Background: an optimization exercise with open tools, aiming at small area. Do not read the settings as production practice.
At most, simulation tests tie the RTL to the original design; equivalence was not proved.
No functional check of the RTL was part of run 3.
Power is estimated from default activity; no workload was simulated.

`flow/design.v`:
```
`default_nettype none
package adc_cfg_pkg;
  localparam int SAMPLE_W          = 8;   
  localparam int NUM_CH            = 4;   
  localparam int SAMPLES_PER_FRAME = 4;   
  localparam int SLOT_W            = 2;   
  localparam int FIFO_DEPTH = 8;                     
  localparam int FIFO_AW    = $clog2(FIFO_DEPTH);    
  localparam int FIFO_CNT_W = FIFO_AW + 1;           
  localparam bit EXTRA_REG = 1'b1;
endpackage
`default_nettype wire
`default_nettype none
package adc_frame_pkg;
  localparam int FRM_SAMPLE_W = 8;
  localparam int FRM_SAMPLES  = 4;
  typedef logic [FRM_SAMPLE_W-1:0] sample_t;
  typedef struct packed {
    sample_t di_d;
    sample_t di;
    sample_t dq_d;
    sample_t dq;
  } lane_word_t;
  typedef logic [FRM_SAMPLES-1:0][FRM_SAMPLE_W-1:0] channel_frame_t;
  typedef struct packed {
    channel_frame_t di_d;
    channel_frame_t di;
    channel_frame_t dq_d;
    channel_frame_t dq;
  } sample_frame_t;
  typedef struct packed {
    logic [FRM_SAMPLES-1:0] sync;         
    logic [1:0]                   outofrange;   
  } frame_status_t;
  typedef struct packed {
    frame_status_t status;
    sample_frame_t samples;
  } adc_frame_t;
endpackage
`default_nettype wire
`timescale 1ns/1ps
`default_nettype none
module adc_capture_top (
  input  logic         adc_clk,
  input  logic         dcm_reset,
  input  logic [31:0]  lane,
  input  logic         sync,
  input  logic         overrange,
  input  logic         out_ready,
  output logic [133:0] out_frame,
  output logic         out_valid,
  output logic         overflow
);
  logic [33:0] d1, d2, d3, d4;
  always_ff @(posedge adc_clk) begin
    d1 <= {sync, overrange, lane};
    d2 <= d1;
    d3 <= d2;
    d4 <= d3;
  end
  logic [133:0] wdata;
  assign wdata = {d1[33], d2[33], d3[33], d4[33],
                  d1[32] | d2[32], d3[32] | d4[32],
                  d1[31:24], d2[31:24], d3[31:24], d4[31:24],
                  d1[23:16], d2[23:16], d3[23:16], d4[23:16],
                  d1[15:8],  d2[15:8],  d3[15:8],  d4[15:8],
                  d1[7:0],   d2[7:0],   d3[7:0],   d4[7:0]};
  logic [1:0] slot;
  logic       frame_done;   
  logic       wr_valid;     
  always_ff @(posedge adc_clk) begin
    if (dcm_reset) begin
      slot       <= '0;
      frame_done <= 1'b0;
      wr_valid   <= 1'b0;
    end else begin
      slot       <= slot + 1'b1;
      frame_done <= (slot == 2'd3);
      wr_valid   <= frame_done;
    end
  end
  logic [133:0] mem [0:7];
  logic [2:0]   wr_ptr;
  logic [3:0]   count;      
  logic         full;
  logic         pop;
  logic         we;         
  logic         store;      
  logic         load;
  assign full  = count[3];
  assign pop   = out_valid & out_ready;
  assign we    = frame_done & ~(full & ~pop);
  assign store = wr_valid & ~full;
  assign load  = (count > {3'b000, out_valid}) & (~out_valid | pop);
  always_ff @(posedge adc_clk) begin
    if (we) begin
      mem[wr_ptr] <= wdata;
    end
  end
  logic [7:0] rd_sel;
  always_comb begin
    out_frame = '0;
    for (int i = 0; i < 8; i++) begin
      out_frame = out_frame | ({134{rd_sel[i]}} & mem[i]);
    end
  end
  always_ff @(posedge adc_clk) begin
    if (dcm_reset) begin
      wr_ptr    <= '0;
      rd_sel    <= 8'd1;
      count     <= '0;
      out_valid <= 1'b0;
      overflow  <= 1'b0;
    end else begin
      if (we) begin
        wr_ptr <= wr_ptr + 1'b1;
      end
      if (pop) begin
        rd_sel <= {rd_sel[6:0], rd_sel[7]};
      end
      count <= count + {3'b000, store} - {3'b000, pop};
      if (load) begin
        out_valid <= 1'b1;
      end else if (pop) begin
        out_valid <= 1'b0;
      end
      if (wr_valid & full) begin
        overflow <= 1'b1;
      end
    end
  end
endmodule
`default_nettype wire
```
`flow/run.sh`:
```
#!/bin/bash
# synth_recipe.tcl (not shown) runs the flow's synth.tcl, then flattens the netlist and writes it again
# the make line also repeats each setting of config.mk as NAME=value (left out here)
make -C /OpenROAD-flow-scripts/flow DESIGN_CONFIG=/design/flow/config.mk WORK_HOME=/design/flow/orfs CLKGATE_MAP_FILE= SYNTH_SCRIPT=/design/flow/synth_recipe.tcl finish
```
`flow/config.mk`:
```
export PLATFORM = sky130hd
export DESIGN_NAME = adc_capture_top
export DESIGN_NICKNAME = adc_capture_top
export VERILOG_FILES = /design/flow/design.v
export SDC_FILE = /design/flow/constraint.sdc
export NUM_CORES = 4
export LEC_CHECK = 0
export CAP_MARGIN = 20
export CORE_MARGIN = 2
export CORE_UTILIZATION = 40
export PLACE_DENSITY = 0.6
export SLEW_MARGIN = 20
```
`flow/constraint.sdc`:
```
create_clock -name core_clock -period 5.0 [get_ports {adc_clk}]
set_input_delay 1.0000 -clock core_clock [delete_from_list [all_inputs] [get_ports {adc_clk}]]
set_output_delay 1.0000 -clock core_clock [all_outputs]
set_load 0.01 [all_outputs]
```
==> flow_summary_export.csv, run 1 <==
group,metric,value,unit
route,ant_nets,0,
timing,tns,0,ns
floorplan,pin_count,173,
synthesis,synth_cell_types,33,
timing,rsz0062_at_grt,"no",
clocking,clock_tree.root_cell,"clkbuf_16",
timing,relSlewSlack,0.304,
critical_path,path_class,"reg2out",
synthesis,ys_ff_latch,1229,
pwr,p_total,21.4,mW
global_routing,grt_pass1_vias,22000,
clocking,cts.sinks,1229,
placement,portBuffers,172,
global_routing,grt_pass1_wl,145,mm
layout,nets,2385,
floorplan,die_h,326,um
synthesis,synthAdderAreaFrac,0.00320,
status,status,"finished clean",
synthesis,synth-compound-area-share,0.100,
timing,tightest_slew,1.04,ns
clocking,clock_latency,0.69,ns
pwr,pwr-share-seq,0.536,
pwr,internal_power,16.9,mW
global_routing,gr-total-overflow,0,
timing,maxSlewViolCount,0,
placement,hpwl,50.2,mm
layout,num-fill-cells,8380,
clocking,holdBufCountCts,0,
worst_hold_path,hold_path_class,"reg2reg",
pwr,ir_drop,258,uV
critical_path,r2r-end,"mem[1][119]",
placement,placed_area,45000,sq um
layout,fin_area,48900,sq um
pwr,switching_share,0.210,
floorplan,start_util,0.402,
synthesis,synthSimpleGateAreaFrac,0.0258,
layout,final_util,0.473,
critical_path,cp.required,4.00,ns
clocking,cts_buffer_depth,3,
placement,gp_congestion,0.727,
layout,final_common_cell,"edfxtp_1",
synthesis,synth_top_family_by_area,"compound AO/OA/AOI/OAI gates",
pwr,switchingPower,4.50,mW
critical_path,crit_end,"out_frame[98]",
flow_run,cap_violations,0,
placement,dp_cells,3601,
timing,fin_crit_sh,0.859,
synthesis,syn_inst,2114,
timing,final_hold_viol_count,0,
route,drc,0,
pwr,power_density,438,nW/um^2
critical_path,worstSetupEndpointType,"primary output",
global_routing,grt.total_usage,0.183,
critical_path,critPathLaunch,"rd_sel[6]",
synthesis,syn_area,41500,sq um
pwr,power_frac_comb,0.058,
global_routing,antenna_found_initial,3,
synthesis,syn_area_per_cell,19.6,sq um
layout,drive_above_1_share,0.105,
route,vias,21400,
pwr,clkPwrFrac,0.406,
synthesis,async_flop_share,0,
pwr,total_leakage_power,15.0,nW
layout,diodes,0,
route,viasPerCell,5.59,
critical_path,path_max_fanout,48,
clocking,ctsHtreeMaxLevel,3,
route,drt-total-wl,98.8,mm
timing,min_period,4.30,ns
clocking,cts-resized-gates,0,
critical_path,ff2ff_setup_slack,2.44,ns
synthesis,synth_edf_count,1072,
layout,area_growth,17.8,%
route,firstDrtPassIters,5,
route,wl_per_cell,25.9,um
synthesis,ys_seq_area_frac,0.852,
floorplan,rows,118,
clocking,clk_pin_slew,0.06,ns
timing,setup-violations-final,0,
clocking,cts_buffers,115,
global_routing,grt_max_degree,91,
clocking,cts_tree,"built",
timing,skew,0.0282,ns
floorplan,core-area,103000,sq um
synthesis,synth-xor-area-share,0.000211,
critical_path,rr_worst_depth,4,
layout,mostFrequentLayoutCells,"edfxtp_1, a22oi_1, clkdlybuf4s50_1",
timing,clock.fmax,0.233,GHz
critical_path,worstPathArrival,3.30,ns
layout,layout.cells.non_filler,3820,
critical_path,r2r_start,"out_valid",
synthesis,synthMuxAreaShare,0,
route,drtIter0Drc,1883,
synthesis,syn-num-nets,2161,
synthesis,yosysWarnings,1,
floorplan,die_area,106000,sq um
floorplan,fp.dieW,326,um
synthesis,ys.flop_type,"edfxtp_1",
clocking,post_cts_buffers,0,
critical_path,start_kind,"register",
-- synth_stat cells (4+ instances only) --
master	count	area, sq um
a22oi_1	535	4020
ha_1	9	113
o21ai_0	4	20.0
clkbuf_1	18	67.6
buf_2	70	350
edfxtp_1	1072	32200
buf_1	4	15.0
nor2_1	13	48.8
a21oi_1	15	75.1
nand2_1	19	71.3
inv_1	9	33.8
buf_4	10	75.1
dfxtp_1	157	3140
nand4_1	134	838
buf_6	20	225
-- critical path, cell delays in order, from the launching register on --
cell and delay [ns]:
dfxtp_4 1.05, buf_4 0.41, a22oi_1 0.10, nand4_1 0.41, clkdlybuf4s50_1 0.63
-- worst min path at each step --
stage	cells past startpoint	start	to	slack (ns)
floorplan	0	d1[32]	d2[32]	0.32
global placement	0	d2[32]	d3[32]	0.33
detailed placement	0	d3[32]	d4[32]	0.34
CTS	0	d3[32]	d4[32]	0.35
global route	0	d3[32]	d4[32]	0.36
finish	0	d2[32]	d3[32]	0.35
-- final cells by class --
cell class | instances | area, sq um | area share
repair buffers | 229 | 2450 | 0.0501
inverters | 10 | 37.5 | 0.000768
clock inverters | 54 | 551 | 0.0113
multi-input cells | 753 | 5440 | 0.111
clock buffers | 165 | 3280 | 0.0671
flip-flops and latches | 1229 | 35400 | 0.724
well taps | 1380 | 1730 | 0.0353
-- registers in the layout (all words and copies together), names as in the netlist --
name        flops
wr_valid        1
frame_done      1
d1             34
wr_ptr          3
d2             34
overflow        1
d3             34
rd_sel          8
count           4
d4             34
out_valid       1
mem          1072
slot            2
-- cells by family after synthesis --
logic type / Yosys count
and+or+nand+nor: 183
buffers and inverters: 132
adders and majority gates: 10
AOI/OAI and AO/OA: 559
xor gates and xnor gates: 1
DFF: 1229
-- power groups by stage --
stage,Combinational [mW],Sequential [mW],Clock (mW)
finish,1.24,11.5,8.68
detailed placement,1.25,11.7,0
floorplan,0.618,11.6,0
global route,1.33,11.5,9.28
global placement,1.25,11.7,0
CTS,1.26,11.5,8.86
-- routing by layer --
metal	wire length [um]	global-route usage	vias up
met1	44100	0.260	11200
met3	5760	0.0283	126
met4	2140	0.0535	0
li1	-	-	9298
met2	46900	0.293	696
met5	0	0	-
-- stage by stage --
stage | hold WS [ns] | setup WS (ns)
floorplan | 0.323 | -0.391
global placement | 0.331 | 1.28
detailed placement | 0.335 | 1.27
CTS | 0.349 | 0.741
global route | 0.356 | 0.679
finish | 0.349 | 0.705
==> inputs of run 2 (changes only) <==
--- a/flow/config.mk
+++ b/flow/config.mk
@@ -9,4 +9,6 @@
 export CORE_MARGIN = 2
 export CORE_UTILIZATION = 40
+export CTS_CLUSTER_DIAMETER = 80
+export CTS_CLUSTER_SIZE = 25
 export PLACE_DENSITY = 0.6
 export SLEW_MARGIN = 20
==> flow_summary_export.csv, run 2 <==
group,metric,value,unit
layout,diodes,0,
floorplan,start_util,0.402,
route,drtIter0Drc,1988,
flow_run,cap_violations,0,
synthesis,synth_edf_count,1072,
layout,final_util,0.453,
synthesis,synth_top_area_frac,0.776,
layout,layout.cells.non_filler,3709,
synthesis,ys.flop_type,"edfxtp_1",
route,drt-total-wl,97.4,mm
route,firstDrtPassIters,4,
pwr,total_leakage_power,14.0,nW
pwr,ir_drop,274,uV
timing,tightest_slew,1.02,ns
placement,dp_cells,3601,
timing,rsz0062_at_grt,"no",
route,vias,21000,
critical_path,critPathLaunch,"rd_sel[6]",
critical_path,ff2ff_setup_slack,2.41,ns
layout,final_common_cell,"edfxtp_1",
clocking,cts_tree,"built",
synthesis,ys_ff_latch,1229,
synthesis,synth_area_leader_cell,"edfxtp_1",
critical_path,path_class,"reg2out",
global_routing,grt.total_usage,0.180,
synthesis,synth_most_common_cell,"edfxtp_1",
synthesis,syn-num-nets,2161,
timing,fin_crit_sh,0.834,
floorplan,rows,118,
timing,tns,0,ns
critical_path,rr_worst_depth,4,
synthesis,yosysWarnings,1,
critical_path,cp_cell_sequence,"buf_4 > a22oi_1 > nand4_1 > clkdlybuf4s50_1",
clocking,post_cts_buffers,0,
synthesis,syn_inst,2114,
synthesis,ys_seq_area_frac,0.852,
route,viasPerCell,5.65,
synthesis,async_flop_share,0,
global_routing,grt_max_degree,91,
clocking,clk_pin_slew,0.10,ns
critical_path,worstSetupEndpointType,"primary output",
critical_path,path_max_fanout,48,
clocking,cts.sinks,1229,
critical_path,slowest_delay,1.04,ns
clocking,holdBufCountCts,0,
critical_path,cp.depth,4,
timing,setup-violations-final,0,
synthesis,synth_cell_types,33,
timing,maxSlewViolCount,0,
status,status,"finished clean",
global_routing,antenna_found_initial,4,
timing,min_period,4.17,ns
critical_path,cp.required,4.00,ns
pwr,power_density,387,nW/um^2
synthesis,synth.area.top_cells,"edfxtp_1, a22oi_1, dfxtp_1",
critical_path,worstPathArrival,3.17,ns
route,ant_nets,0,
critical_path,crit_end,"out_frame[98]",
route,wl_per_cell,26.2,um
critical_path,start_kind,"register",
timing,clock.fmax,0.240,GHz
layout,top_register,"mem",
clocking,cts-resized-gates,0,
floorplan,die_h,326,um
route,drc,0,
clocking,ctsHtreeMaxLevel,2,
timing,relSlewSlack,0.323,
placement,portBuffers,172,
clocking,cts_buffers,57,
critical_path,r2r-end,"mem[1][108]",
critical_path,cp_slowest_cell,"dfxtp_4",
clocking,clock_latency,0.66,ns
critical_path,cp_num_buf_inv,2,
worst_hold_path,hold_path_class,"reg2reg",
synthesis,syn_area,41500,sq um
layout,mostFrequentLayoutCells,"edfxtp_1, a22oi_1, clkdlybuf4s50_1",
global_routing,grt_pass1_vias,21600,
placement,hpwl,50.2,mm
floorplan,core-area,103000,sq um
layout,area_growth,12.8,%
floorplan,die_area,106000,sq um
synthesis,syn_area_per_cell,19.6,sq um
global_routing,grt_pass1_wl,143,mm
global_routing,gr-total-overflow,0,
clocking,cts_buffer_depth,3,
clocking,clock_tree.root_cell,"clkbuf_16",
floorplan,fp.dieW,326,um
placement,dp_slack,1.27,ns
layout,nets,2327,
floorplan,pin_count,173,
timing,setup_slack,0.831,ns
critical_path,crit_family,"flip-flops",
synthesis,netlist_top_cells_count,"edfxtp_1, a22oi_1, dfxtp_1",
timing,skew,0.0303,ns
layout,drive_above_1_share,0.0644,
layout,largest_reg_flops,1072,
timing,final_hold_viol_count,0,
critical_path,r2r_start,"out_valid",
placement,gp_congestion,0.727,
-- run 2: cell counts after synthesis --
No cell type changed its count.
-- run 2: final cells by class --
type	instances	area [sq um]
inverter	10	37.5
tap	1380	1730
multi-input combinational	753	5440
sequential	1229	35400
timing repair buffer	229	2450
fill	8604	56400
clock buffer	99	1630
clock inverter	9	141
-- run 2: worst min path at each step --
stage,cells past startpoint,end,start
after CTS,0,d4[32],d3[32]
after global placement,0,d3[32],d2[32]
after global routing,0,d4[32],d3[32]
after floorplan,0,d2[32],d1[32]
after detailed placement,0,d4[32],d3[32]
final,0,d4[32],d3[32]
-- run 2: cell families after synthesis --
logic type      Yosys count  share of synthesized area
simple gates            183                     0.0258
flops                  1229                      0.852
xor+xnor                  1                   0.000211
compound gates          559                      0.100
buf+inv                 132                     0.0186
fa+ha+maj                10                    0.00320
-- run 2: where the power goes --
group	total, mW	internal (mW)	switching [mW]
Combinational	1.24	0.583	0.654
Sequential	11.5	11.2	0.232
Clock	5.40	2.37	3.03
Total	18.1	14.2	3.92
-- run 2: routing by layer --
layer | GRT usage | vias up | routed length [um]
met5 | 0 | - | 0
li1 | - | 9102 | -
met3 | 0.0299 | 108 | 5490
met2 | 0.290 | 640 | 46300
met4 | 0.0405 | 0 | 1940
met1 | 0.257 | 11100 | 43600
-- run 2: through the flow --
step	instance area (sq um)	hold slack, ns	power (mW)
2_1_floorplan	41500	0.323	12.2
3_3_place_gp	45000	0.331	12.9
3_5_place_dp	45000	0.335	13.0
4_1_cts	46800	0.355	18.3
5_1_grt	46800	0.361	18.7
6_report	46800	0.352	18.1
==> inputs of run 3 (changes only) <==
--- a/flow/design.v
+++ b/flow/design.v
@@ -82,4 +82,5 @@
   logic [133:0] mem [0:7];
   logic [2:0]   wr_ptr;
+  logic [2:0]   rd_ptr;
   logic [3:0]   count;      
   logic         full;
@@ -102,4 +103,5 @@
     out_frame = '0;
     for (int i = 0; i < 8; i++) begin
+      rd_sel[i] = (rd_ptr == 3'(i));
       out_frame = out_frame | ({134{rd_sel[i]}} & mem[i]);
     end
@@ -108,5 +110,5 @@
     if (dcm_reset) begin
       wr_ptr    <= '0;
-      rd_sel    <= 8'd1;
+      rd_ptr    <= '0;
       count     <= '0;
       out_valid <= 1'b0;
@@ -117,5 +119,5 @@
       end
       if (pop) begin
-        rd_sel <= {rd_sel[6:0], rd_sel[7]};
+        rd_ptr <= rd_ptr + 1'b1;
       end
       count <= count + {3'b000, store} - {3'b000, pop};
--- a/flow/config.mk
+++ b/flow/config.mk
@@ -9,6 +9,4 @@
 export CORE_MARGIN = 2
 export CORE_UTILIZATION = 40
-export CTS_CLUSTER_DIAMETER = 80
-export CTS_CLUSTER_SIZE = 25
 export PLACE_DENSITY = 0.6
 export SLEW_MARGIN = 20
==> flow_summary_export.csv, run 3 <==
group,metric,value,unit
status,status,"finished clean",
pwr,power_density,473,nW/um^2
synthesis,synth_area_leader_cell,"edfxtp_1",
route,vias,22100,
placement,portBuffers,172,
clocking,cts-resized-gates,0,
placement,dp_slack,0.892,ns
synthesis,syn_area_per_cell,19.0,sq um
synthesis,syn-num-nets,2270,
floorplan,core-area,104000,sq um
floorplan,fp.dieW,328,um
layout,final_util,0.480,
synthesis,synth-xor-area-share,0.000416,
floorplan,pin_count,173,
route,firstDrtPassIters,9,
route,drt-total-wl,101,mm
layout,fin_area,49900,sq um
critical_path,cp.required,4.00,ns
pwr,p_total,23.6,mW
synthesis,ys_ff_latch,1224,
critical_path,path_max_fanout,40,
flow_run,cap_violations,0,
pwr,total_leakage_power,15.8,nW
critical_path,cp_cell_sequence,"inv_1 > ha_4 > buf_4 > a221oi_1 > o211ai_1 > clkdlybuf4s50_1",
critical_path,worstSetupEndpointType,"primary output",
clocking,clock_tree.root_cell,"clkbuf_16",
critical_path,path_class,"reg2out",
timing,setup_slack,0.182,ns
global_routing,gr-total-overflow,0,
timing,fin_crit_sh,0.964,
route,drtIter0Drc,2802,
synthesis,synthMuxAreaShare,0.00443,
critical_path,slowest_delay,0.64,ns
layout,drive_above_1_share,0.117,
timing,relSlewSlack,0.366,
clocking,cts.sinks,1224,
clocking,holdBufCountCts,0,
layout,nets,2467,
pwr,ir_drop,301,uV
critical_path,cp_slowest_cell,"clkdlybuf4s50_1",
critical_path,start_kind,"register",
layout,area_growth,18.7,%
synthesis,yosysWarnings,1,
timing,clock.fmax,0.208,GHz
global_routing,grt_pass1_vias,22800,
synthesis,syn_area,42100,sq um
clocking,clk_pin_slew,0.06,ns
placement,hpwl,50.8,mm
placement,dp_cells,3673,
timing,setup-violations-final,0,
synthesis,synth_most_common_cell,"edfxtp_1",
synthesis,synth_top_family_by_area,"compound AO/OA/AOI/OAI gates",
layout,final_common_cell,"edfxtp_1",
worst_hold_path,hold_path_class,"reg2reg",
synthesis,ys.flop_type,"edfxtp_1",
critical_path,worstPathArrival,3.82,ns
layout,mostFrequentLayoutCells,"edfxtp_1, a222oi_1, clkdlybuf4s50_1",
timing,skew,0.0314,ns
floorplan,start_util,0.405,
synthesis,synth.area.top_cells,"edfxtp_1, dfxtp_1, a222oi_1",
global_routing,grt_pass1_wl,149,mm
timing,maxSlewViolCount,0,
layout,layout.cells.non_filler,3900,
clocking,ctsHtreeMaxLevel,3,
synthesis,synth_edf_count,1072,
timing,fin_hold_ws,0.342,ns
synthesis,synth_top_area_frac,0.765,
timing,final_hold_viol_count,0,
synthesis,netlist_top_cells_count,"edfxtp_1, a222oi_1, dfxtp_1",
placement,gp_congestion,0.704,
route,viasPerCell,5.66,
clocking,cts_buffer_depth,3,
synthesis,synthAdderAreaFrac,0.00494,
placement,placed_area,45800,sq um
clocking,clock_latency,0.72,ns
clocking,cts_tree,"built",
synthesis,synth_cell_types,40,
synthesis,syn_inst,2217,
synthesis,synthSimpleGateAreaFrac,0.0268,
timing,min_period,4.82,ns
synthesis,synth-compound-area-share,0.108,
global_routing,grt_max_degree,131,
route,wl_per_cell,25.9,um
layout,top_register,"mem",
route,drc,0,
synthesis,async_flop_share,0,
clocking,post_cts_buffers,0,
global_routing,grt.total_usage,0.185,
synthesis,ys_seq_area_frac,0.837,
timing,rsz0062_at_grt,"no",
route,ant_nets,0,
floorplan,die_h,328,um
clocking,cts_buffers,118,
global_routing,antenna_found_initial,0,
floorplan,rows,118,
floorplan,die_area,108000,sq um
timing,tns,0,ns
layout,largest_reg_flops,1072,
timing,tightest_slew,0.951,ns
run 3: kinds of logic (layout without fill, tap and decap cells):
| logic type | Yosys count | after routing |
|---|---|---|
| compound gates | 564 | 564 |
| xor+xnor | 2 | 2 |
| fa+ha+maj | 16 | 16 |
| buf+inv | 162 | 463 |
| flops | 1224 | 1224 |
| mux | 17 | 17 |
| other cells | 0 | 1 |
| simple gates | 232 | 233 |
run 3: worst paths after layout:
kind / startpoint / end / slack, ns / cells after the start
hold / removal: d3[32] / d4[32] / 0.34 / 0
setup reg to reg: out_valid / mem[1][103] / 2.39 / 4
setup / recovery: rd_ptr[0] / out_frame[6] / 0.18 / 6
hold reg to reg: d3[32] / d4[32] / 0.34 / 0
run 3: area by class of cell:
class / count / area, sq um
Fill cell: 8545 / 54000
Clock inverter: 70 / 881
Sequential cell: 1224 / 35200
Timing Repair Buffer: 225 / 2530
Tap cell: 1380 / 1730
Antenna cell: 1 / 2.50
Clock buffer: 155 / 3250
Multi-Input combinational cell: 832 / 6260
Inverter: 13 / 48.8
run 3: critical path, delay by kind of cell (launching register included):
family	cells	cell delay, ns
compound gates	2	0.68
buf+inv	3	1.44
flops	1	0.35
fa+ha+maj	1	0.59
run 3: layer usage:
| metal | global-route usage | routed length (um) | share of wire | vias to the layer above |
|---|---|---|---|---|
| met5 | 0 | 0 | 0 | - |
| met4 | 0.0527 | 2510 | 0.025 | 0 |
| met3 | 0.0353 | 6850 | 0.068 | 141 |
| met2 | 0.313 | 50000 | 0.49 | 785 |
| met1 | 0.244 | 41700 | 0.41 | 11500 |
| li1 | - | - | - | 9680 |
run 3: where the power goes:
group          switching, mW  leakage [nW]  internal, mW
combinational           1.69          2.83          1.33
sequential             0.159          10.9          11.2
clock                   3.80          2.02          5.45
==> inputs of run 4 (changes only) <==
--- a/flow/design.v
+++ b/flow/design.v
@@ -82,5 +82,4 @@
   logic [133:0] mem [0:7];
   logic [2:0]   wr_ptr;
-  logic [2:0]   rd_ptr;
   logic [3:0]   count;      
   logic         full;
@@ -103,5 +102,4 @@
     out_frame = '0;
     for (int i = 0; i < 8; i++) begin
-      rd_sel[i] = (rd_ptr == 3'(i));
       out_frame = out_frame | ({134{rd_sel[i]}} & mem[i]);
     end
@@ -110,5 +108,5 @@
     if (dcm_reset) begin
       wr_ptr    <= '0;
-      rd_ptr    <= '0;
+      rd_sel    <= 8'd1;
       count     <= '0;
       out_valid <= 1'b0;
@@ -119,5 +117,5 @@
       end
       if (pop) begin
-        rd_ptr <= rd_ptr + 1'b1;
+        rd_sel <= {rd_sel[6:0], rd_sel[7]};
       end
       count <= count + {3'b000, store} - {3'b000, pop};
--- a/flow/config.mk
+++ b/flow/config.mk
@@ -8,5 +8,6 @@
 export CAP_MARGIN = 20
 export CORE_MARGIN = 2
-export CORE_UTILIZATION = 40
-export PLACE_DENSITY = 0.6
+export CORE_UTILIZATION = 60
+export CTS_BUF_LIST = sky130_fd_sc_hd__clkbuf_4
+export PLACE_DENSITY = 0.75
 export SLEW_MARGIN = 20
==> flow_summary_export.csv, run 4 <==
group,metric,value,unit
status,status,"finished clean",
synthesis,async_flop_share,0,
route,drtIter0Drc,2212,
worst_hold_path,hold_path_class,"in2reg",
clocking,cts_buffers,309,
floorplan,start_util,0.606,
timing,setup_slack,0.458,ns
critical_path,cp_slowest_cell,"dfxtp_4",
placement,portBuffers,172,
clocking,clk_pin_slew,0.07,ns
timing,rsz0062_at_grt,"no",
global_routing,grt_max_degree,135,
route,drt-total-wl,92.3,mm
route,vias,22800,
route,drc,0,
clocking,holdBufCountCts,0,
pwr,switching_share,0.219,
global_routing,grt.total_usage,0.262,
timing,min_period,4.54,ns
flow_run,cap_violations,0,
critical_path,cp.required,4.00,ns
clocking,cts.sinks,1229,
layout,drive_above_1_share,0.201,
floorplan,die_area,71200,sq um
global_routing,gr-total-overflow,0,
synthesis,syn-num-nets,2161,
layout,num-fill-cells,4078,
synthesis,netlist_top_cells_count,"edfxtp_1, a22oi_1, dfxtp_1",
global_routing,antenna_found_initial,3,
placement,hpwl,44.2,mm
clocking,ctsHtreeMaxLevel,5,
synthesis,yosysWarnings,1,
critical_path,path_class,"reg2out",
timing,setup-violations-final,0,
pwr,pwr-share-seq,0.548,
clocking,cts-resized-gates,0,
critical_path,start_kind,"register",
floorplan,pin_count,173,
layout,top_register,"mem",
pwr,ir_drop,234,uV
timing,maxSlewViolCount,0,
clocking,cts_tree,"built",
critical_path,cp_cell_sequence,"buf_4 > a22oi_1 > nand4_1 > clkdlybuf4s50_1",
synthesis,ys.flop_type,"edfxtp_1",
clocking,post_cts_buffers,0,
layout,final_common_cell,"edfxtp_1",
pwr,clkPwrFrac,0.394,
synthesis,synth_cell_types,33,
route,ant_nets,0,
timing,fin_crit_sh,0.908,
synthesis,ys_ff_latch,1229,
critical_path,slowest_delay,0.82,ns
synthesis,synth.area.top_cells,"edfxtp_1, a22oi_1, dfxtp_1",
critical_path,crit_family,"buffers and inverters",
clocking,clock_latency,1.15,ns
timing,final_hold_viol_count,0,
synthesis,synth_most_common_cell,"edfxtp_1",
floorplan,rows,96,
timing,fin_hold_ws,0.295,ns
clocking,cts_buffer_depth,4,
critical_path,cp_num_buf_inv,2,
pwr,internal_power,16.3,mW
placement,gp_congestion,0.770,
timing,skew,0.0741,ns
synthesis,synth_area_leader_cell,"edfxtp_1",
route,viasPerCell,6.27,
pwr,total_leakage_power,15.4,nW
floorplan,core-area,68500,sq um
global_routing,grt_pass1_wl,138,mm
route,wl_per_cell,25.4,um
synthesis,synth_edf_count,1072,
critical_path,worstSetupEndpointType,"primary output",
synthesis,synth_top_area_frac,0.776,
pwr,power_frac_comb,0.058,
synthesis,syn_area,41500,sq um
placement,dp_slack,1.44,ns
layout,mostFrequentLayoutCells,"edfxtp_1, a22oi_1, clkbuf_4",
clocking,clock_tree.root_cell,"clkbuf_4",
layout,nets,2567,
synthesis,ys_seq_area_frac,0.852,
floorplan,die_h,267,um
timing,relSlewSlack,0.341,
route,firstDrtPassIters,5,
synthesis,syn_inst,2114,
floorplan,fp.dieW,267,um
timing,clock.fmax,0.220,GHz
global_routing,grt_pass1_vias,23800,
timing,tightest_slew,0.989,ns
pwr,switchingPower,4.58,mW
pwr,power_density,434,nW/um^2
layout,area_growth,16.1,%
critical_path,worstPathArrival,3.54,ns
critical_path,path_max_fanout,46,
synthesis,syn_area_per_cell,19.6,sq um
layout,final_util,0.703,
layout,largest_reg_flops,1072,
==> run 4: cell types whose count changed in the layout (fill, tap and decap cells not counted), moves of 41 or more <==
cell	previous run	this run
clkbuf_4	0	472
a222oi_1	180	0
a22oi_1	89	535
nand2_1	113	19
o21ai_0	54	4
nand3b_1	42	1
clkbuf_16	119	0
clkinv_1	7	59
nand3_1	46	3
a221oi_1	44	0
a22o_1	68	0
nand4_1	0	134
==> run 4: final timing paths <==
check | endpoint | cells after the start | from | slack, ns
hold / removal | d1[16] | 1 | lane[16] | 0.30
hold reg to reg | d3[32] | 0 | d2[32] | 0.35
setup reg to reg | mem[1][2] | 4 | out_valid | 2.54
setup / recovery | out_frame[111] | 4 | rd_sel[0] | 0.46
==> run 4: layout make-up <==
type / instances / area, sq um / area share
well taps: 882 / 1100 / 0.0229
clock buffers: 472 / 3540 / 0.0736
inverters: 10 / 37.5 / 0.000780
clock inverters: 70 / 377 / 0.00782
multi-input cells: 753 / 5440 / 0.113
diodes: 2 / 5.00 / 0.000104
repair buffers: 217 / 2270 / 0.0472
flip-flops and latches: 1229 / 35400 / 0.735
==> run 4: cells by family (layout without fill, tap and decap cells) <==
| kind of cell | after synthesis | after routing | share of synthesized area |
|---|---|---|---|
| AO/OA/AOI/OAI | 559 | 559 | 0.100 |
| AND/OR/NAND/NOR | 183 | 183 | 0.0258 |
| XOR/XNOR | 1 | 1 | 0.000211 |
| buffers and inverters | 132 | 769 | 0.0186 |
| other | 0 | 2 | 0 |
| flip-flops | 1229 | 1229 | 0.852 |
| adder cells (fa/ha/maj) | 10 | 10 | 0.00320 |
==> run 4: metal layers <==
layer | track usage | vias up | wire length, um
li1 | - | 9859 | -
met1 | 0.357 | 11400 | 35600
met2 | 0.416 | 1323 | 45300
met3 | 0.0641 | 168 | 9340
met4 | 0.100 | 0 | 2120
met5 | 0 | - | 0
==> run 4: metrics by stage <==
stage | total power, mW | std cells | area, sq um | setup TNS, ns
after floorplan | 12.2 | 2114 | 41500 | -132.43
after global placement | 12.9 | 3091 | 44200 | 0
after detailed placement | 12.9 | 3091 | 44200 | 0
after CTS | 21.1 | 3633 | 48100 | 0
after global routing | 21.7 | 3635 | 48100 | 0
final | 20.9 | 3635 | 48100 | 0
==> run 4: power groups by stage <==
stage | Clock [mW] | Sequential [mW] | Combinational [mW]
CTS | 8.38 | 11.4 | 1.22
floorplan | 0 | 11.6 | 0.618
global placement | 0 | 11.7 | 1.20
detailed placement | 0 | 11.7 | 1.21
finish | 8.23 | 11.4 | 1.22
global route | 8.93 | 11.5 | 1.29
==> inputs of run 5 (changes only) <==
==> flow/flow/run.sh (new file) <==
#!/bin/bash
# Standard ORFS layout (the standard.sh), with smaller port buffers and a
# clock tree built from larger sink clusters without dummy loads.
set -euo pipefail
cd "$(dirname "$0")/.."
bash standard.sh \
  "BUFFER_PORTS_ARGS=-buffer_cell sky130_fd_sc_hd__buf_1" \
  "CTS_ARGS=-sink_clustering_enable -repair_clock_nets -sink_clustering_size 25 -sink_clustering_max_diameter 80 -dont_use_dummy_load" \
  finish > flow_make.log 2>&1
==> flow/standard.sh (new file) <==
#!/bin/bash
# synth_recipe.tcl (not shown) runs the flow's synth.tcl, then flattens the netlist and writes it again
# the make line also repeats each setting of config.mk as NAME=value (left out here)
make -C /OpenROAD-flow-scripts/flow DESIGN_CONFIG=/design/flow/config.mk WORK_HOME=/design/flow/orfs CLKGATE_MAP_FILE= SYNTH_SCRIPT=/design/flow/synth_recipe.tcl "${@:-finish}"
--- a/flow/config.mk
+++ b/flow/config.mk
@@ -8,6 +8,5 @@
 export CAP_MARGIN = 20
 export CORE_MARGIN = 2
-export CORE_UTILIZATION = 60
-export CTS_BUF_LIST = sky130_fd_sc_hd__clkbuf_4
-export PLACE_DENSITY = 0.75
+export CORE_UTILIZATION = 40
+export PLACE_DENSITY = 0.6
 export SLEW_MARGIN = 20
removed: flow/run.sh
==> flow_summary_export.csv, run 5 <==
group,metric,value,unit
status,status,"finished clean",
pwr,power_frac_comb,0.058,
route,viasPerCell,5.70,
pwr,ir_drop,254,uV
synthesis,ys.flop_type,"edfxtp_1",
synthesis,synth_top_family_by_area,"compound AO/OA/AOI/OAI gates",
placement,dp_slack,1.67,ns
floorplan,die_area,106000,sq um
synthesis,synth-xor-area-share,0.000211,
critical_path,slowest_delay,1.02,ns
global_routing,grt_use_met1,0.243,
critical_path,path_class,"reg2out",
placement,gp_congestion,0.716,
layout,drive_above_1_share,0.0540,
critical_path,rr_worst_depth,4,
critical_path,worstSetupEndpointType,"primary output",
pwr,pwr-share-seq,0.663,
pwr,power_density,382,nW/um^2
flow_run,cap_violations,0,
layout,final_util,0.438,
critical_path,cp.required,4.00,ns
route,vias,20800,
placement,hpwl,47.6,mm
floorplan,pin_count,173,
worst_hold_path,hold_path_class,"reg2reg",
synthesis,synth_most_common_cell,"edfxtp_1",
critical_path,cp_cell_sequence,"buf_4 > a22oi_1 > nand4_1 > buf_1",
timing,final_hold_viol_count,0,
timing,relSlewSlack,0.317,
synthesis,synthSimpleGateAreaFrac,0.0258,
critical_path,crit_end,"out_frame[6]",
clocking,cts.sinks,1229,
synthesis,synth-compound-area-share,0.100,
synthesis,yosysWarnings,1,
global_routing,gr-usage-met3,0.0278,
route,drt-total-wl,95.7,mm
synthesis,synthAdderAreaFrac,0.00320,
layout,area_growth,8.98,%
clocking,cts-resized-gates,0,
route,drtIter0Drc,1681,
synthesis,synthMuxAreaShare,0,
timing,tns,0,ns
critical_path,path_max_fanout,57,
clocking,clk_pin_slew,0.10,ns
global_routing,gr-max-usage-layer,"met2",
timing,skew,0.100,ns
synthesis,synth_top_area_frac,0.776,
critical_path,ff2ff_setup_slack,2.49,ns
synthesis,async_flop_share,0,
global_routing,antenna_found_initial,4,
clocking,cts_tree,"built",
floorplan,core-area,103000,sq um
timing,fin_crit_sh,0.760,
floorplan,start_util,0.402,
global_routing,gr-total-overflow,0,
layout,fin_area,45200,sq um
pwr,switching_share,0.215,
global_routing,grt.total_usage,0.175,
timing,rsz0062_at_grt,"no",
global_routing,grt_max_degree,96,
timing,min_period,3.80,ns
placement,placed_area,43800,sq um
route,firstDrtPassIters,7,
synthesis,synth_edf_count,1072,
floorplan,die_h,326,um
route,wl_per_cell,26.3,um
synthesis,syn_area,41500,sq um
synthesis,ys_seq_area_frac,0.852,
global_routing,grt_pass1_wl,139,mm
pwr,total_leakage_power,13.3,nW
placement,portBuffers,172,
layout,final_common_cell,"edfxtp_1",
layout,largest_reg_flops,1072,
clocking,clock_latency,0.69,ns
global_routing,grt_pass1_vias,21000,
global_routing,grtUsageMet2,0.290,
pwr,internal_power,13.6,mW
timing,maxSlewViolCount,0,
pwr,clkPwrFrac,0.279,
clocking,ctsHtreeMaxLevel,2,
critical_path,r2r_start,"out_valid",
pwr,switchingPower,3.72,mW
timing,tightest_slew,1.02,ns
critical_path,critPathLaunch,"rd_sel[0]",
clocking,cts_buffers,56,
synthesis,netlist_top_cells_count,"edfxtp_1, a22oi_1, dfxtp_1",
route,ant_nets,0,
critical_path,r2r-end,"mem[1][11]",
clocking,clock_tree.root_cell,"clkbuf_16",
critical_path,cp_slowest_cell,"dfxtp_4",
timing,setup_slack,1.20,ns
floorplan,fp.dieW,326,um
synthesis,synth_cell_types,33,
layout,nets,2310,
synthesis,syn_area_per_cell,19.6,sq um
synthesis,synth.area.top_cells,"edfxtp_1, a22oi_1, dfxtp_1",
pwr,p_total,17.3,mW
floorplan,rows,118,
timing,setup-violations-final,0,
synthesis,synth_area_leader_cell,"edfxtp_1",
layout,top_register,"mem",
clocking,cts_buffer_depth,3,
synthesis,syn-num-nets,2161,
synthesis,ys_ff_latch,1229,
critical_path,start_kind,"register",
layout,mostFrequentLayoutCells,"edfxtp_1, a22oi_1, buf_1",
route,drc,0,
clocking,holdBufCountCts,0,
timing,clock.fmax,0.263,GHz
clocking,post_cts_buffers,0,
critical_path,worstPathArrival,2.80,ns
synthesis,syn_inst,2114,
[run 5: critical path: cells and delay by family, from the launching register on]
family          cells  cell delay, ns
buf+inv             2            0.68
compound gates      1            0.16
simple gates        1            0.24
flops               1            1.02
[run 5: routing by layer]
| layer | up-vias | share of wire |
|---|---|---|
| met5 | - | 0.00044 |
| met3 | 119 | 0.058 |
| met4 | 6 | 0.022 |
| met2 | 677 | 0.49 |
| met1 | 10900 | 0.43 |
| li1 | 9012 | - |
[run 5: metrics by stage]
stage	instances	hold WS [ns]
6_report	3642	0.352
5_1_grt	3641	0.364
4_1_cts	3641	0.353
3_5_place_dp	3585	0.333
3_3_place_gp	3585	0.329
2_1_floorplan	2114	0.323
[run 5: cells by family (layout without fill, tap and decap cells)]
| family | after synthesis | in the layout |
|---|---|---|
| AOI/OAI and AO/OA | 559 | 559 |
| xor gates and xnor gates | 1 | 1 |
| adders and majority gates | 10 | 10 |
| buffers and inverters | 132 | 279 |
| DFF | 1229 | 1229 |
| other | 0 | 1 |
| and+or+nand+nor | 183 | 183 |
[run 5: worst min path at each step]
stage          startpoint  depth (start not counted)     end
6_report           d2[32]                          0  d3[32]
2_1_floorplan      d1[32]                          0  d2[32]
3_3_place_gp       d2[32]                          0  d3[32]
3_5_place_dp       d2[32]                          0  d3[32]
4_1_cts            d2[32]                          0  d3[32]
5_1_grt            d2[32]                          0  d3[32]
[run 5: area by class of cell]
| cell class | instances | area [sq um] |
|---|---|---|
| Tap cell | 1380 | 1730 |
| Multi-Input combinational cell | 753 | 5440 |
| Fill cell | 8728 | 58000 |
| Sequential cell | 1229 | 35400 |
| Antenna cell | 1 | 2.50 |
| Timing Repair Buffer | 213 | 1230 |
| Inverter | 10 | 37.5 |
| Clock buffer | 56 | 1400 |
[run 5: power groups by stage]
stage	clock, mW	sequential [mW]	combinational (mW)
global route	5.25	11.5	1.08
finish	4.83	11.5	0.995
detailed placement	0	11.7	1.01
floorplan	0	11.6	0.618
global placement	0	11.7	1.01
CTS	4.94	11.5	1.02
==> inputs of run 6 (changes only) <==
--- a/flow/design.v
+++ b/flow/design.v
@@ -80,6 +80,9 @@
     end
   end
-  logic [133:0] mem [0:7];
-  logic [2:0]   wr_ptr;
+  logic [133:0] mem [0:5];
+  logic [133:0] next_q;     
+  logic         next_v;
+  logic [5:0]   wr_sel;     
+  logic [5:0]   rd_sel;     
   logic [3:0]   count;      
   logic         full;
@@ -87,26 +90,39 @@
   logic         we;         
   logic         store;      
-  logic         load;
-  assign full  = count[3];
-  assign pop   = out_valid & out_ready;
-  assign we    = frame_done & ~(full & ~pop);
-  assign store = wr_valid & ~full;
-  assign load  = (count > {3'b000, out_valid}) & (~out_valid | pop);
-  always_ff @(posedge adc_clk) begin
-    if (we) begin
-      mem[wr_ptr] <= wdata;
+  logic         load;       
+  logic         mem_has;    
+  logic         fetch;      
+  logic [133:0] rd_data;
+  assign full    = count[3];
+  assign pop     = out_valid & out_ready;
+  assign we      = frame_done & ~(full & ~pop);
+  assign store   = wr_valid & ~full;
+  assign load    = (count > {3'b000, out_valid}) & (~out_valid | pop);
+  assign mem_has = (count + {3'b000, store}) > ({3'b000, out_valid} + {3'b000, next_v});
+  assign fetch   = mem_has & (~next_v | load);
+  always_comb begin
+    rd_data = '0;
+    for (int i = 0; i < 6; i++) begin
+      rd_data = rd_data | ({134{rd_sel[i]}} & mem[i]);
     end
   end
-  logic [7:0] rd_sel;
-  always_comb begin
-    out_frame = '0;
-    for (int i = 0; i < 8; i++) begin
-      out_frame = out_frame | ({134{rd_sel[i]}} & mem[i]);
+  always_ff @(posedge adc_clk) begin
+    for (int i = 0; i < 6; i++) begin
+      if (we && wr_sel[i]) begin
+        mem[i] <= wdata;
+      end
+    end
+    if (fetch) begin
+      next_q <= rd_data;
+    end
+    if (load) begin
+      out_frame <= next_q;
     end
   end
   always_ff @(posedge adc_clk) begin
     if (dcm_reset) begin
-      wr_ptr    <= '0;
-      rd_sel    <= 8'd1;
+      wr_sel    <= 6'd1;
+      rd_sel    <= 6'd1;
+      next_v    <= 1'b0;
       count     <= '0;
       out_valid <= 1'b0;
@@ -114,10 +130,11 @@
     end else begin
       if (we) begin
-        wr_ptr <= wr_ptr + 1'b1;
+        wr_sel <= {wr_sel[4:0], wr_sel[5]};
       end
-      if (pop) begin
-        rd_sel <= {rd_sel[6:0], rd_sel[7]};
+      if (fetch) begin
+        rd_sel <= {rd_sel[4:0], rd_sel[5]};
       end
-      count <= count + {3'b000, store} - {3'b000, pop};
+      next_v <= fetch | (next_v & ~load);
+      count  <= count + {3'b000, store} - {3'b000, pop};
       if (load) begin
         out_valid <= 1'b1;
==> flow/flow/run.sh (replaced) <==
#!/bin/bash
# The standard synthesis unchanged, then the standard ORFS layout with smaller port
# buffers, a clock tree of clkbuf_16 over larger sink clusters without dummy loads, and
# no large signal buffers for the resizer.
set -euo pipefail
cd "$(dirname "$0")/.."
bash standard.sh synth > flow_synth.log 2>&1
bash standard.sh \
  "DONT_USE_CELLS=sky130_fd_sc_hd__probe_p_8 sky130_fd_sc_hd__probec_p_8 sky130_fd_sc_hd__lpflow_bleeder_1 sky130_fd_sc_hd__lpflow_clkbufkapwr_1 sky130_fd_sc_hd__lpflow_clkbufkapwr_16 sky130_fd_sc_hd__lpflow_clkbufkapwr_2 sky130_fd_sc_hd__lpflow_clkbufkapwr_4 sky130_fd_sc_hd__lpflow_clkbufkapwr_8 sky130_fd_sc_hd__lpflow_clkinvkapwr_1 sky130_fd_sc_hd__lpflow_clkinvkapwr_16 sky130_fd_sc_hd__lpflow_clkinvkapwr_2 sky130_fd_sc_hd__lpflow_clkinvkapwr_4 sky130_fd_sc_hd__lpflow_clkinvkapwr_8 sky130_fd_sc_hd__lpflow_decapkapwr_12 sky130_fd_sc_hd__lpflow_decapkapwr_3 sky130_fd_sc_hd__lpflow_decapkapwr_4 sky130_fd_sc_hd__lpflow_decapkapwr_6 sky130_fd_sc_hd__lpflow_decapkapwr_8 sky130_fd_sc_hd__lpflow_inputiso0n_1 sky130_fd_sc_hd__lpflow_inputiso0p_1 sky130_fd_sc_hd__lpflow_inputiso1n_1 sky130_fd_sc_hd__lpflow_inputiso1p_1 sky130_fd_sc_hd__lpflow_inputisolatch_1 sky130_fd_sc_hd__lpflow_isobufsrc_1 sky130_fd_sc_hd__lpflow_isobufsrc_16 sky130_fd_sc_hd__lpflow_isobufsrc_2 sky130_fd_sc_hd__lpflow_isobufsrc_4 sky130_fd_sc_hd__lpflow_isobufsrc_8 sky130_fd_sc_hd__lpflow_isobufsrckapwr_16 sky130_fd_sc_hd__lpflow_lsbuf_lh_hl_isowell_tap_1 sky130_fd_sc_hd__lpflow_lsbuf_lh_hl_isowell_tap_2 sky130_fd_sc_hd__lpflow_lsbuf_lh_hl_isowell_tap_4 sky130_fd_sc_hd__lpflow_lsbuf_lh_isowell_4 sky130_fd_sc_hd__lpflow_lsbuf_lh_isowell_tap_1 sky130_fd_sc_hd__lpflow_lsbuf_lh_isowell_tap_2 sky130_fd_sc_hd__lpflow_lsbuf_lh_isowell_tap_4  sky130_fd_sc_hd__buf_8 sky130_fd_sc_hd__buf_12 sky130_fd_sc_hd__buf_16" \
  "BUFFER_PORTS_ARGS=-buffer_cell sky130_fd_sc_hd__buf_1" \
  "CTS_ARGS=-sink_clustering_enable -repair_clock_nets -sink_clustering_size 25 -sink_clustering_max_diameter 80 -dont_use_dummy_load -buf_list sky130_fd_sc_hd__clkbuf_16" \
  finish > flow_layout.log 2>&1
--- a/flow/config.mk
+++ b/flow/config.mk
@@ -8,5 +8,5 @@
 export CAP_MARGIN = 20
 export CORE_MARGIN = 2
-export CORE_UTILIZATION = 40
-export PLACE_DENSITY = 0.6
+export CORE_UTILIZATION = 50
+export PLACE_DENSITY = 0.7
 export SLEW_MARGIN = 20
==> flow_summary_export.csv, run 6 <==
group,metric,value,unit
status,status,"finished clean",
timing,tightest_slew,1.02,ns
pwr,ir_drop,536,uV
layout,top_register,"mem",
clocking,clock_tree.root_cell,"clkbuf_16",
global_routing,gr-total-overflow,0,
placement,hpwl,46.8,mm
timing,min_period,3.50,ns
clocking,post_cts_buffers,0,
synthesis,synthAdderAreaFrac,0.00281,
placement,gp_congestion,0.815,
layout,diodes,0,
synthesis,ys_seq_area_frac,0.882,
synthesis,syn_inst,1939,
route,viasPerCell,5.86,
floorplan,core-area,79300,sq um
synthesis,synth_edf_count,1072,
critical_path,cp_slowest_cell,"buf_2",
floorplan,die_area,82500,sq um
clocking,holdBufCountCts,0,
route,drtIter0Drc,1970,
route,ant_nets,0,
synthesis,synth_most_common_cell,"edfxtp_1",
global_routing,grt.total_usage,0.190,
clocking,cts_buffers,58,
clocking,clk_pin_slew,0.09,ns
worst_hold_path,hold_path_class,"reg2reg",
route,firstDrtPassIters,6,
layout,nets,2200,
route,drt-total-wl,79.0,mm
global_routing,grt_pass1_vias,18900,
global_routing,grt_max_degree,76,
critical_path,worstSetupEndpointType,"register",
critical_path,path_class,"reg2reg",
clocking,ctsHtreeMaxLevel,2,
synthesis,syn-num-nets,1985,
timing,rsz0062_at_grt,"no",
layout,num-fill-cells,5928,
layout,multi_input_area,4280,sq um
global_routing,grt_use_met1,0.269,
layout,mostFrequentLayoutCells,"edfxtp_1, a22oi_1, buf_1",
timing,final_hold_viol_count,0,
layout,final_common_cell,"edfxtp_1",
critical_path,slowest_delay,0.58,ns
floorplan,fp.dieW,287,um
synthesis,ys.flop_type,"edfxtp_1",
timing,clock.fmax,0.286,GHz
timing,maxSlewViolCount,0,
clocking,cts-resized-gates,0,
clocking,cts_tree,"built",
global_routing,grt_pass1_wl,119,mm
synthesis,async_flop_share,0,
timing,setup-violations-final,0,
layout,drive_above_1_share,0.0739,
synthesis,syn_area_per_cell,20.7,sq um
synthesis,synth_top_area_frac,0.803,
flow_run,cap_violations,0,
synthesis,synth_top_family_by_area,"compound AO/OA/AOI/OAI gates",
timing,relSlewSlack,0.319,
layout,top_regs,"mem x804, next_q x134, out_frame x134",
critical_path,start_kind,"register",
synthesis,netlist_top_cells_count,"edfxtp_1, a22oi_1, dfxtp_1",
critical_path,worstPathArrival,3.76,ns
synthesis,synth_area_leader_cell,"edfxtp_1",
pwr,total_leakage_power,13.7,nW
critical_path,cp.required,5.26,ns
pwr,power_density,517,nW/um^2
synthesis,synth.area.top_cells,"edfxtp_1, dfxtp_1, a22oi_1",
critical_path,cp_cell_sequence,"nor2b_1 > ha_1 > ha_1 > ha_1 > and2b_2 > o21ai_0 > a32oi_4 > buf_2 > buf_2",
layout,register_area,35400,sq um
layout,largest_reg_flops,804,
clocking,clock_latency,0.65,ns
clocking,cts.sinks,1231,
global_routing,grtUsageMet2,0.309,
synthesis,synth-xor-area-share,0.00106,
synthesis,ys_ff_latch,1231,
floorplan,pin_count,173,
route,drc,0,
global_routing,gr-usage-met3,0.0321,
critical_path,path_max_fanout,23,
global_routing,gr-max-usage-layer,"met2",
timing,tns,0,ns
synthesis,synth_cell_types,31,
floorplan,die_h,287,um
placement,portBuffers,172,
floorplan,rows,103,
floorplan,start_util,0.506,
synthesis,synth-compound-area-share,0.0771,
synthesis,yosysWarnings,2,
global_routing,antenna_found_initial,2,
layout,final_util,0.549,
synthesis,synthMuxAreaShare,0.00274,
timing,fin_crit_sh,0.700,
timing,skew,0.0702,ns
clocking,cts_buffer_depth,3,
critical_path,cp_common_cell,"ha_1",
synthesis,synthSimpleGateAreaFrac,0.0226,
layout,area_growth,8.44,%
route,vias,18800,
route,wl_per_cell,24.7,um
synthesis,syn_area,40100,sq um
[run 6: changes by cell type after synthesis, moves of 18 or more]
| cell | before | now |
|---|---|---|
| buf_2 | 70 | 8 |
| buf_1 | 4 | 22 |
| nand4_1 | 134 | 0 |
| nand3_1 | 3 | 135 |
| buf_6 | 20 | 0 |
| a22oi_1 | 535 | 402 |
| clkbuf_1 | 18 | 54 |
[run 6: metal layers]
metal	routed length [um]	up-vias
li1	-	8248
met1	33200	9700
met2	38300	714
met3	5600	105
met4	1900	0
met5	0	-
[run 6: logic make-up after synthesis]
group,count (synthesis)
AO/OA/AOI/OAI,409
XOR/XNOR,4
adder cells (fa/ha/maj),9
buffers and inverters,99
flip-flops,1231
multiplexers,11
AND/OR/NAND/NOR,176
[run 6: power breakdown]
part	internal [mW]	switching (mW)	leakage (nW)
Sequential	13.4	0.679	11.1
Clock	2.06	2.80	0.715
Combinational	0.935	2.64	1.80
[run 6: worst max-delay path: cells and delay by family, from the launching register on]
family                     cells  cell delay, ns
and+or+nand+nor                2            0.23
AOI/OAI and AO/OA              2            0.43
adders and majority gates      3            0.82
DFF                            1            0.48
buffers and inverters          2            1.14
[run 6: through the flow]
step	hold slack, ns	worst slack [ns]	area (sq um)	power [mW]	cells
after floorplan	0.323	0.0542	40100	16.2	1939
final	0.323	1.50	43500	22.5	3202
after global routing	0.333	1.31	43500	23.4	3202
after detailed placement	0.332	1.48	42000	17.9	3144
after CTS	0.327	1.49	43500	22.7	3202
after global placement	0.326	1.52	42000	17.8	3144
[run 6: cell type report]
cell class / count / share of cell area
multi-input cells: 609 / 0.0984
well taps: 1050 / 0.0302
clock buffers: 58 / 0.0334
repair buffers: 248 / 0.0236
flip-flops and latches: 1231 / 0.814
inverters: 6 / 0.000633
[run 6: final timing paths]
kind / depth (start not counted) / to / from / slack (ns)
setup / recovery: 9 / next_q[103] / count[3] / 1.50
hold / removal: 0 / d3[32] / d2[32] / 0.32
setup reg to reg: 9 / next_q[103] / count[3] / 1.50
hold reg to reg: 0 / d3[32] / d2[32] / 0.32
==> inputs of run 7 (changes only) <==
==> flow/flow/run.sh (replaced) <==
#!/bin/bash
# The standard synthesis unchanged, then the standard ORFS layout with smaller port
# buffers, a clock tree of clkbuf_8 over larger sink clusters without dummy loads, and
# no large signal buffers for the resizer.
set -euo pipefail
cd "$(dirname "$0")/.."
bash standard.sh synth > flow_synth.log 2>&1
bash standard.sh \
  "DONT_USE_CELLS=sky130_fd_sc_hd__probe_p_8 sky130_fd_sc_hd__probec_p_8 sky130_fd_sc_hd__lpflow_bleeder_1 sky130_fd_sc_hd__lpflow_clkbufkapwr_1 sky130_fd_sc_hd__lpflow_clkbufkapwr_16 sky130_fd_sc_hd__lpflow_clkbufkapwr_2 sky130_fd_sc_hd__lpflow_clkbufkapwr_4 sky130_fd_sc_hd__lpflow_clkbufkapwr_8 sky130_fd_sc_hd__lpflow_clkinvkapwr_1 sky130_fd_sc_hd__lpflow_clkinvkapwr_16 sky130_fd_sc_hd__lpflow_clkinvkapwr_2 sky130_fd_sc_hd__lpflow_clkinvkapwr_4 sky130_fd_sc_hd__lpflow_clkinvkapwr_8 sky130_fd_sc_hd__lpflow_decapkapwr_12 sky130_fd_sc_hd__lpflow_decapkapwr_3 sky130_fd_sc_hd__lpflow_decapkapwr_4 sky130_fd_sc_hd__lpflow_decapkapwr_6 sky130_fd_sc_hd__lpflow_decapkapwr_8 sky130_fd_sc_hd__lpflow_inputiso0n_1 sky130_fd_sc_hd__lpflow_inputiso0p_1 sky130_fd_sc_hd__lpflow_inputiso1n_1 sky130_fd_sc_hd__lpflow_inputiso1p_1 sky130_fd_sc_hd__lpflow_inputisolatch_1 sky130_fd_sc_hd__lpflow_isobufsrc_1 sky130_fd_sc_hd__lpflow_isobufsrc_16 sky130_fd_sc_hd__lpflow_isobufsrc_2 sky130_fd_sc_hd__lpflow_isobufsrc_4 sky130_fd_sc_hd__lpflow_isobufsrc_8 sky130_fd_sc_hd__lpflow_isobufsrckapwr_16 sky130_fd_sc_hd__lpflow_lsbuf_lh_hl_isowell_tap_1 sky130_fd_sc_hd__lpflow_lsbuf_lh_hl_isowell_tap_2 sky130_fd_sc_hd__lpflow_lsbuf_lh_hl_isowell_tap_4 sky130_fd_sc_hd__lpflow_lsbuf_lh_isowell_4 sky130_fd_sc_hd__lpflow_lsbuf_lh_isowell_tap_1 sky130_fd_sc_hd__lpflow_lsbuf_lh_isowell_tap_2 sky130_fd_sc_hd__lpflow_lsbuf_lh_isowell_tap_4  sky130_fd_sc_hd__buf_8 sky130_fd_sc_hd__buf_12 sky130_fd_sc_hd__buf_16" \
  "BUFFER_PORTS_ARGS=-buffer_cell sky130_fd_sc_hd__buf_1" \
  "CTS_ARGS=-sink_clustering_enable -repair_clock_nets -sink_clustering_size 16 -sink_clustering_max_diameter 60 -dont_use_dummy_load -buf_list sky130_fd_sc_hd__clkbuf_8" \
  finish > flow_layout.log 2>&1
==> flow_summary_export.csv, run 7 <==
group,metric,value,unit
status,status,"finished clean",
pwr,ir_drop,541,uV
clocking,clk_pin_slew,0.10,ns
layout,largest_reg_flops,804,
synthesis,synth.area.top_cells,"edfxtp_1, dfxtp_1, a22oi_1",
placement,dp_cells,3144,
layout,fin_area,43300,sq um
synthesis,synth_top_area_frac,0.803,
synthesis,netlist_top_cells_count,"edfxtp_1, a22oi_1, dfxtp_1",
critical_path,crit_family,"buffers and inverters",
synthesis,yosysWarnings,2,
route,firstDrtPassIters,5,
critical_path,start_kind,"register",
placement,gp_congestion,0.815,
floorplan,die_h,287,um
clocking,cts_buffer_depth,3,
placement,placed_area,42000,sq um
timing,setup-violations-final,0,
critical_path,path_class,"reg2reg",
placement,hpwl,46.8,mm
timing,final_hold_viol_count,0,
layout,layout.cells.non_filler,3237,
synthesis,syn-num-nets,1985,
timing,relSlewSlack,0.319,
clocking,cts_buffers,92,
floorplan,pin_count,173,
pwr,power_density,509,nW/um^2
route,drt-total-wl,79.4,mm
timing,maxSlewViolCount,0,
timing,tightest_slew,1.02,ns
layout,nets,2234,
critical_path,worstSetupEndpointType,"register",
critical_path,cp.required,5.32,ns
global_routing,gr-total-overflow,0,
flow_run,cap_violations,0,
timing,clock.fmax,0.282,GHz
critical_path,cp_slowest_cell,"buf_2",
critical_path,cp_cell_sequence,"nor2b_1 > ha_1 > ha_1 > ha_1 > and2b_2 > o21ai_0 > a32oi_4 > buf_2 > buf_2",
route,vias,18800,
timing,fin_hold_ws,0.281,ns
route,drtIter0Drc,1820,
timing,fin_crit_sh,0.709,
synthesis,async_flop_share,0,
critical_path,r2r_start,"count[3]",
critical_path,slowest_delay,0.58,ns
worst_hold_path,hold_path_class,"reg2reg",
global_routing,antenna_found_initial,3,
timing,min_period,3.55,ns
clocking,clock_tree.root_cell,"clkbuf_8",
route,drc,0,
floorplan,rows,103,
synthesis,synth_cell_types,31,
global_routing,grt_pass1_vias,19000,
synthesis,synth_most_common_cell,"edfxtp_1",
floorplan,die_area,82500,sq um
clocking,post_cts_buffers,0,
pwr,total_leakage_power,13.6,nW
layout,mostFrequentLayoutCells,"edfxtp_1, a22oi_1, buf_1",
floorplan,start_util,0.506,
placement,portBuffers,172,
layout,drive_above_1_share,0.0883,
route,viasPerCell,5.81,
global_routing,grt_pass1_wl,119,mm
critical_path,cp_num_buf_inv,2,
worst_hold_path,worstHoldStart,"d2[32]",
clocking,holdBufCountCts,0,
route,ant_nets,0,
critical_path,critPathLaunch,"count[3]",
critical_path,worstPathArrival,3.86,ns
layout,final_common_cell,"edfxtp_1",
clocking,cts-resized-gates,0,
clocking,cts_tree,"built",
synthesis,ys_seq_area_frac,0.882,
timing,skew,0.0973,ns
layout,num-fill-cells,5973,
layout,final_util,0.546,
clocking,clock_latency,0.70,ns
timing,setup_slack,1.45,ns
timing,tns,0,ns
layout,top_register,"mem",
synthesis,synth_edf_count,1072,
timing,rsz0062_at_grt,"no",
critical_path,ff2ff_setup_slack,1.45,ns
synthesis,ys_ff_latch,1231,
synthesis,synth_area_leader_cell,"edfxtp_1",
placement,dp_slack,1.48,ns
synthesis,syn_inst,1939,
layout,top_regs,"mem x804, next_q x134, out_frame x134",
global_routing,grt.total_usage,0.192,
synthesis,syn_area_per_cell,20.7,sq um
route,wl_per_cell,24.5,um
critical_path,path_max_fanout,23,
global_routing,grt_max_degree,76,
synthesis,syn_area,40100,sq um
synthesis,ys.flop_type,"edfxtp_1",
floorplan,fp.dieW,287,um
clocking,ctsHtreeMaxLevel,3,
layout,area_growth,7.98,%
clocking,cts.sinks,1231,
pwr,p_total,22.0,mW
critical_path,cp_common_cell,"ha_1",
floorplan,core-area,79300,sq um
run 7: cell counts after synthesis:
Identical to the previous run, type by type.
run 7: worst paths after layout:
check                                   end  depth (start not counted)
worst max-delay path            next_q[103]                          9
worst min-delay path                 d3[32]                          0
worst max register to register  next_q[103]                          9
worst min register to register       d3[32]                          0
run 7: kinds of logic (layout without fill, tap and decap cells):
group | count (synthesis) | count (layout) | share of synthesized area
flip-flops | 1231 | 1231 | 0.882
adder cells (fa/ha/maj) | 9 | 9 | 0.00281
other | 0 | 1 | 0
buffers and inverters | 99 | 346 | 0.0118
AO/OA/AOI/OAI | 409 | 409 | 0.0771
AND/OR/NAND/NOR | 176 | 176 | 0.0226
XOR/XNOR | 4 | 4 | 0.00106
multiplexers | 11 | 11 | 0.00275
run 7: per-layer routing:
| metal | global-route usage | vias up | part of all wire |
|---|---|---|---|
| met4 | 0.0652 | 0 | 0.026 |
| met5 | 0 | - | 0 |
| met2 | 0.306 | 753 | 0.48 |
| met1 | 0.270 | 9638 | 0.41 |
| li1 | - | 8304 | - |
| met3 | 0.0339 | 111 | 0.077 |
run 7: area by class of cell:
type | count | area, sq um | share of cell area
Tap cell | 1050 | 1310 | 0.0303
Sequential cell | 1231 | 35400 | 0.817
Multi-Input combinational cell | 609 | 4280 | 0.0989
Inverter | 6 | 27.5 | 0.000636
Antenna cell | 1 | 2.50 | 0.0000578
Clock buffer | 92 | 1270 | 0.0292
Timing Repair Buffer | 248 | 1030 | 0.0237
run 7: power breakdown:
| group | total, mW | leakage, nW | switching, mW | internal [mW] |
|---|---|---|---|---|
| clock | 4.45 | 0.661 | 2.80 | 1.65 |
| combinational | 3.57 | 1.80 | 2.64 | 0.935 |
| sequential | 14.0 | 11.1 | 0.675 | 13.4 |

## afterwards: timing with drivers on the ports
Ports are ideal in the flow. The routed layouts listed here were re-timed in OpenROAD.
Step 1, drivers: a clkbuf_16 drives adc_clk and a buf_2 each remaining input, both assumed.
Step 2 also shifts input and output timing later by t, the mid clock arrival at the registers, as if the neighbouring blocks saw the same clock.
Slacks: no drivers / after step 1 / after step 2; pairs: no drivers / after step 1.
run	shift t [ns]	setup slack, ns	slew at the worst register clock pin (ns)	worst slew at a driven data input, ns	cell pins on the clock port's net
run 1	0.742	0.705 / 0.636 / 1.316	0.07 / 0.07	0.05	1
run 2	0.714	0.831 / 0.765 / 1.278	0.10 / 0.10	0.05	1
run 3	0.758	0.182 / 0.118 / 0.876	0.07 / 0.07	0.08	1
run 4	1.161	0.458 / 0.393 / 1.376	0.08 / 0.08	0.05	1
run 5	0.704	1.201 / 1.138 / 1.666	0.10 / 0.10	0.07	1
run 6	0.679	1.501 / 1.501 / 1.501	0.09 / 0.09	0.05	1
run 7	0.716	1.454 / 1.454 / 1.454	0.10 / 0.10	0.05	1
After both steps every run listed still meets setup and hold.
